This is an optimization exercise on Yosys and OpenROAD, whose aim is small area, a short achievable clock period and few clock cycles per item, not a production implementation. In this exercise RTL edits were held to simulation tests only and were not proved equivalent to the original.

Setup of job 101:
==> flow/design.v (excerpt) <==
module row_mean_std_dev (
  input  wire logic        clk,
  input  wire logic        rst_n,
  input  wire logic        cfg_valid,
  output logic             cfg_ready,
  input  wire logic [12:0] cfg_row_length,
  input  wire logic        in_valid,
  output logic             in_stall,
  input  wire logic [15:0] in_sample,
  output logic             out_valid,
  input  wire logic        out_stall,
  output logic [31:0]      out_row_mean,
  output logic [30:0]      out_row_std_dev
);
For scale: about 580 flip-flops, ~36000 um2 of cells after synthesis.
export LEC_CHECK = 0
export CAP_MARGIN = 20
export CORE_MARGIN = 2
export CORE_UTILIZATION = 40
export CTS_CLUSTER_DIAMETER = 100
export CTS_CLUSTER_SIZE = 24
export PLACE_DENSITY = 0.6
export SLEW_MARGIN = 20
create_clock -name core_clock -period 11.0 [get_ports {clk}]
standard.sh (not shown) runs the stock make flow with config.mk's settings and CLKGATE_MAP_FILE= SYNTH_SCRIPT=/design/flow/synth_recipe.tcl, a recipe that flattens the netlist after the stock synthesis.
==> flow/flow/run.sh <==
#!/bin/bash
# The standard layout (standard.sh: ORFS from synthesis to finish with the
# unchanged scripts, config.mk and SDC), with a larger setup slack margin for
# ORFS's timing repair so that it also works on paths that already meet 11 ns.
set -euo pipefail
bash standard.sh SETUP_SLACK_MARGIN=7.6 finish > flow_make.log 2>&1
Testbench counts of job 101, summed over its fixed seeds: cycles 72,891, rows 640.
## Diff of input files: job 102 against job 101
--- a/flow/design.v
+++ b/flow/design.v
@@ -394,73 +394,77 @@
   logic [1:0]  a_st_r, a_st_nxt;
   logic [1:0]  b_st_r, b_st_nxt;
   logic [4:0]  a_k_r;
   logic [5:0]  b_k_r;
   logic        accept;
   logic        row_end;
   logic        b_take;
   logic        cs_r;              
   logic        e1_r;              
   assign in_stall = stall_r;
   assign accept   = in_valid && !stall_r;
-  assign row_end  = accept && ends_t;
+  assign row_end  = accept && ends_r;
   assign b_take   = (a_st_r == A_DONE) &&
                     ((b_st_r == B_IDLE) || (b_st_r == B_OUT && !out_stall));
   logic [12:0] np_inc;
-  logic        cfgw_r;
-  logic        ends_t;
+  logic        e_keep_r, e_inc_r, e_one_r;
+  logic        e_keep_c, e_inc_c, e_one_c;
   logic        e_keep, e_inc, e_one;
   logic        a_free_nxt;
-  assign np_inc = np_r + 13'd1;
-  assign e_keep = (np_r >= len_r) || (len_r[12] && np_r[12]);
-  assign e_inc  = (np_inc >= len_r) || (len_r[12] && np_inc[12]);
-  assign e_one  = (len_r <= 13'd1);
-  assign ends_t = cfgw_r ? e_keep : ends_r;
+  assign np_inc   = np_r + 13'd1;
+  assign e_keep_r = (np_r >= len_r) || (len_r[12] && np_r[12]);
+  assign e_inc_r  = (np_inc >= len_r) || (len_r[12] && np_inc[12]);
+  assign e_one_r  = (len_r <= 13'd1);
+  assign e_keep_c = (np_r >= cfg_row_length) || (cfg_row_length[12] && np_r[12]);
+  assign e_inc_c  = (np_inc >= cfg_row_length) || (cfg_row_length[12] && np_inc[12]);
+  assign e_one_c  = (cfg_row_length <= 13'd1);
+  assign e_keep   = cfg_valid ? e_keep_c : e_keep_r;
+  assign e_inc    = cfg_valid ? e_inc_c : e_inc_r;
+  assign e_one    = cfg_valid ? e_one_c : (e_one_r && !rst_q);
   always_comb begin
     len_nxt  = cfg_valid ? cfg_row_length : len_r;
-    np_nxt   = accept ? (ends_t ? 13'd1 : np_inc) : np_r;
-    ends_nxt = accept ? (ends_t ? e_one : e_inc) : e_keep;
+    np_nxt   = accept ? (ends_r ? 13'd1 : np_inc) : np_r;
+    ends_nxt = (accept && ends_r) ? e_one : (accept ? e_inc : e_keep);
     if (rst_q) begin
       len_nxt  = cfg_valid ? cfg_row_length : 13'd1024;
       np_nxt   = 13'd1;
-      ends_nxt = 1'b0;
+      ends_nxt = e_one;
     end
     a_st_nxt = a_st_r;
     case (a_st_r)
       A_IDLE: if (row_end) a_st_nxt = A_WAIT;
       A_WAIT: if (cs_r) a_st_nxt = A_RUN;
       A_RUN:  if (a_k_r == 5'd28) a_st_nxt = A_DONE;
       default: if (b_take) a_st_nxt = row_end ? A_WAIT : A_IDLE;
     endcase
     b_st_nxt = b_st_r;
     case (b_st_r)
       B_IDLE: if (b_take) b_st_nxt = B_RUN;
       B_RUN:  if (b_k_r == 6'd43) b_st_nxt = B_OUT;
       B_OUT:  if (!out_stall) b_st_nxt = b_take ? B_RUN : B_IDLE;
       default: b_st_nxt = B_IDLE;
     endcase
     a_free_nxt = (a_st_nxt == A_IDLE) || (a_st_nxt == A_DONE && b_st_nxt == B_IDLE);
-    stall_nxt = (ends_nxt || cfg_valid) && !a_free_nxt;
+    stall_nxt = ends_nxt && !a_free_nxt;
     if (rst) begin
       stall_nxt = 1'b1;
       a_st_nxt  = A_IDLE;
       b_st_nxt  = B_IDLE;
     end
   end
   always_ff @(posedge clk) begin
     len_r   <= len_nxt;
     np_r    <= np_nxt;
     ends_r  <= ends_nxt;
     stall_r <= stall_nxt;
     rst_q   <= rst;
-    cfgw_r  <= cfg_valid;
     a_st_r  <= a_st_nxt;
     b_st_r  <= b_st_nxt;
   end
   logic [15:0] x_r;       
   logic [27:0] s_acc_r;
   logic [43:0] qs_r, qc_r;   
   logic [43:0] ns, nc;
   rmsd_sqacc u_sq (
     .x  (x_r),
     .qs (cs_r ? 44'd0 : qs_r),
     .qc (cs_r ? 44'd0 : qc_r),
==> comparison <==
- Final standard cell area without fillers was higher in the run labelled job 102.
- Compared with job 101, job 102 shows a number of CTS-inserted buffers that is 6 higher.
- Between job 101 and job 102, highest achievable clock rate decreased.
- Summary of the comparison: number of buffers inserted by post-CTS setup repair is higher in job 102, relative to job 101.
- Delta (job 102 minus job 101): shortest clock period the worst path allows after layout shows an increase of 0.19 ns; post-detailed-route DRC marker count roughly the same; synthesized area now sits higher.
- Every stage of the flow completed for job 102, and the final layout passed the timing, DRC and antenna checks.
- Job 102 ended up with more standard cells than job 101.
- Relative to job 101, the count of H-tree levels built during CTS of job 102 is higher by 1.
- The routability congestion estimate reported for job 102 is smaller than that of job 101 by 0.34%.
- Re worst-case hold slack: job 102 is 0.0038 ns down on job 101.
Testbench counts of job 102, summed over its fixed seeds: cycles 72,858, rows 640.

## separate check: timing with driven ports
The flow's constraints put no driver on any port. The routed layouts listed below were extracted and timed again, unchanged, in two steps. Step 1 sets driving cells, clkbuf_16 on the clock port and buf_2 on the other inputs (assumed; they add their load-dependent delay and slew). Step 2 also shifts input and output timing later by t, the mid clock arrival at the registers, as if the neighbouring blocks saw the same clock. Three values: ideal, step 1, step 2; two values: the first two.
| run | t, ns | setup WS [ns] | worst hold slack (ns) | latest minus earliest clock arrival (ns) | cell pins on the clock port's net |
|---|---|---|---|---|---|
| job 101 | 0.676 | 7.573 / 7.509 / 7.070 | 0.424 / 0.424 / 0.424 | 0.035 / 0.035 | 1 |
| job 102 | 0.641 | 7.385 / 7.409 / 6.769 | 0.421 / 0.421 / 0.421 | 0.043 / 0.043 | 1 |
After both steps setup and hold are still met in every run listed. For job 102, which loses most, drivers alone change the setup slack by +0.024 ns; drivers and shift together by -0.616 ns.
